This is an optimization exercise on Yosys and OpenROAD, whose aim is small area and a short achievable clock period, not a production implementation. In this exercise RTL edits were held to simulation tests only and were not proved equivalent to the original. The flow treats the clock pin as an ideal source, which a real chip does not have. Power is estimated from default activity; no workload was simulated.

// id_stage
module id_stage
(
   input  logic              clk,
   input  logic              reset,
   input  logic [DATA_W-1:0] add_pc_4_in,
   input  logic [DATA_W-1:0] instruction_in,
   input  logic              wb_reg_write,
   input  logic [REG_AW-1:0] wb_rd,
   input  logic [DATA_W-1:0] wb_data,
   input  logic              ex_mem_read,
   input  logic [REG_AW-1:0] ex_rd,
   output logic [DATA_W-1:0] add_out,
   output logic              mux_pcsrc_out,
   output logic              pc_write_en,
   output logic              id_valid,
   output logic [OP_W-1:0]   id_opcode,
   output logic [REG_AW-1:0] id_rs1,
   output logic [REG_AW-1:0] id_rs2,
   output logic [REG_AW-1:0] id_rd,
   output logic [DATA_W-1:0] id_pc_4,
   output logic [DATA_W-1:0] id_rs1_data,
   output logic [DATA_W-1:0] id_rs2_data,
   output logic [DATA_W-1:0] id_imm
);
==> flow/config.mk <==
export PLATFORM = sky130hd
export DESIGN_NAME = id_stage
export DESIGN_NICKNAME = id_stage
export VERILOG_FILES = /design/flow/design.v
export SDC_FILE = /design/flow/constraint.sdc
export NUM_CORES = 4
export LEC_CHECK = 0
export CAP_MARGIN = 20
export CORE_MARGIN = 2
export CORE_UTILIZATION = 45
export CTS_BUF_LIST = sky130_fd_sc_hd__clkbuf_8
export CTS_CLUSTER_DIAMETER = 50
export CTS_CLUSTER_SIZE = 14
export SETUP_SLACK_MARGIN = 2.5
export SLEW_MARGIN = 20
export SYNTH_HIERARCHICAL = 1
==> flow/constraint.sdc <==
create_clock -name core_clock -period 5.8 [get_ports {clk}]
set_input_delay 1.1600 -clock core_clock [delete_from_list [all_inputs] [get_ports {clk}]]
set_output_delay 1.1600 -clock core_clock [all_outputs]
set_load 0.01 [all_outputs]
standard.sh (not shown) runs the stock make flow with config.mk's settings and CLKGATE_MAP_FILE= SYNTH_SCRIPT=/design/flow/synth_recipe.tcl, a recipe that flattens the netlist after the stock synthesis.
==> flow/flow/run.sh <==
#!/bin/bash
# The standard layout (the standard.sh: unchanged synthesis and steps),
# with two changes passed to ORFS as make variables:
#  - the port buffers that global placement inserts start as the smallest
#    plain buffer instead of the tool's default pick (clkdlybuf4s50_1);
#    timing repair still resizes the critical ones;
#  - clock tree synthesis without dummy loads (the clock tree's buffer list
#    and clustering are the same as in config.mk).
set -euo pipefail
bash standard.sh \
  BUFFER_PORTS_ARGS="-buffer_cell sky130_fd_sc_hd__buf_1" \
  CTS_ARGS="-sink_clustering_enable -repair_clock_nets -buf_list sky130_fd_sc_hd__clkbuf_8 -sink_clustering_size 14 -sink_clustering_max_diameter 50 -dont_use_dummy_load" \
  finish > standard_finish.log 2>&1
==> next run, changes <==
==> flow/flow/run.sh (replaced) <==
#!/bin/bash
# The standard layout (the standard.sh: unchanged synthesis and steps),
# with these changes passed to ORFS as make variables:
#  - the port buffers that global placement inserts start as the smallest
#    plain buffer instead of the tool's default pick (clkdlybuf4s50_1);
#    timing repair still resizes the critical ones;
#  - clock tree synthesis without dummy loads (the clock tree's buffer list
#    and clustering are the same as in config.mk);
#  - a max-fanout design rule (16) for the resizer, set before placement,
#    resizing, clock tree synthesis and global routing (flow/max_fanout.tcl),
#    so that the long one-hot select and enable nets get buffer trees.
set -euo pipefail
HOOK="$(pwd)/flow/max_fanout.tcl"
bash standard.sh \
  BUFFER_PORTS_ARGS="-buffer_cell sky130_fd_sc_hd__buf_1" \
  CTS_ARGS="-sink_clustering_enable -repair_clock_nets -buf_list sky130_fd_sc_hd__clkbuf_8 -sink_clustering_size 14 -sink_clustering_max_diameter 50 -dont_use_dummy_load" \
  PRE_GLOBAL_PLACE_TCL="$HOOK" PRE_RESIZE_TCL="$HOOK" PRE_CTS_TCL="$HOOK" PRE_GLOBAL_ROUTE_TCL="$HOOK" \
  finish > standard_finish.log 2>&1
==> flow/flow/max_fanout.tcl (new file) <==
# Design-rule directive for the resizer: buffer nets with more than 16 loads.
set_max_fanout 16 [current_design]
Settings changed: SETUP_SLACK_MARGIN 2.5 to 2.6.
Design area is higher by 3.8%.
Die area does not change.
Routed wire length is lower by 6.1%.
Clock power is higher by about 4%.
Via count is higher by 0.45%.

## what the ideal ports hide
The flow's constraints put no driver on any port. The routed layouts listed below were extracted and timed again, unchanged, in two steps. Step 1 sets driving cells, clkbuf_16 on the clock port and buf_2 on the other inputs (assumed; they add their load-dependent delay and slew). Step 2, shift: input delay + t, output delay - t, t = (earliest + latest rising clock arrival at the registers) / 2. This alone moves slack from input paths to output paths. a / b / c = ideal ports / drivers / drivers and shift; a / b = the first two.
run	shift t [ns]	setup WS [ns]	hold slack, ns	latest minus earliest clock arrival (ns)	worst register clock-pin slew, ns
the first run	0.893	2.311 / 2.362 / 1.469	0.455 / 0.455 / 0.455	0.098 / 0.097	0.10 / 0.10
the second run	0.911	2.529 / 2.504 / 1.662	0.448 / 0.448 / 0.448	0.133 / 0.133	0.10 / 0.10
After both steps every run listed still meets setup and hold. For the second run, which loses most, drivers alone change the setup slack by -0.025 ns; drivers and shift together by -0.867 ns.
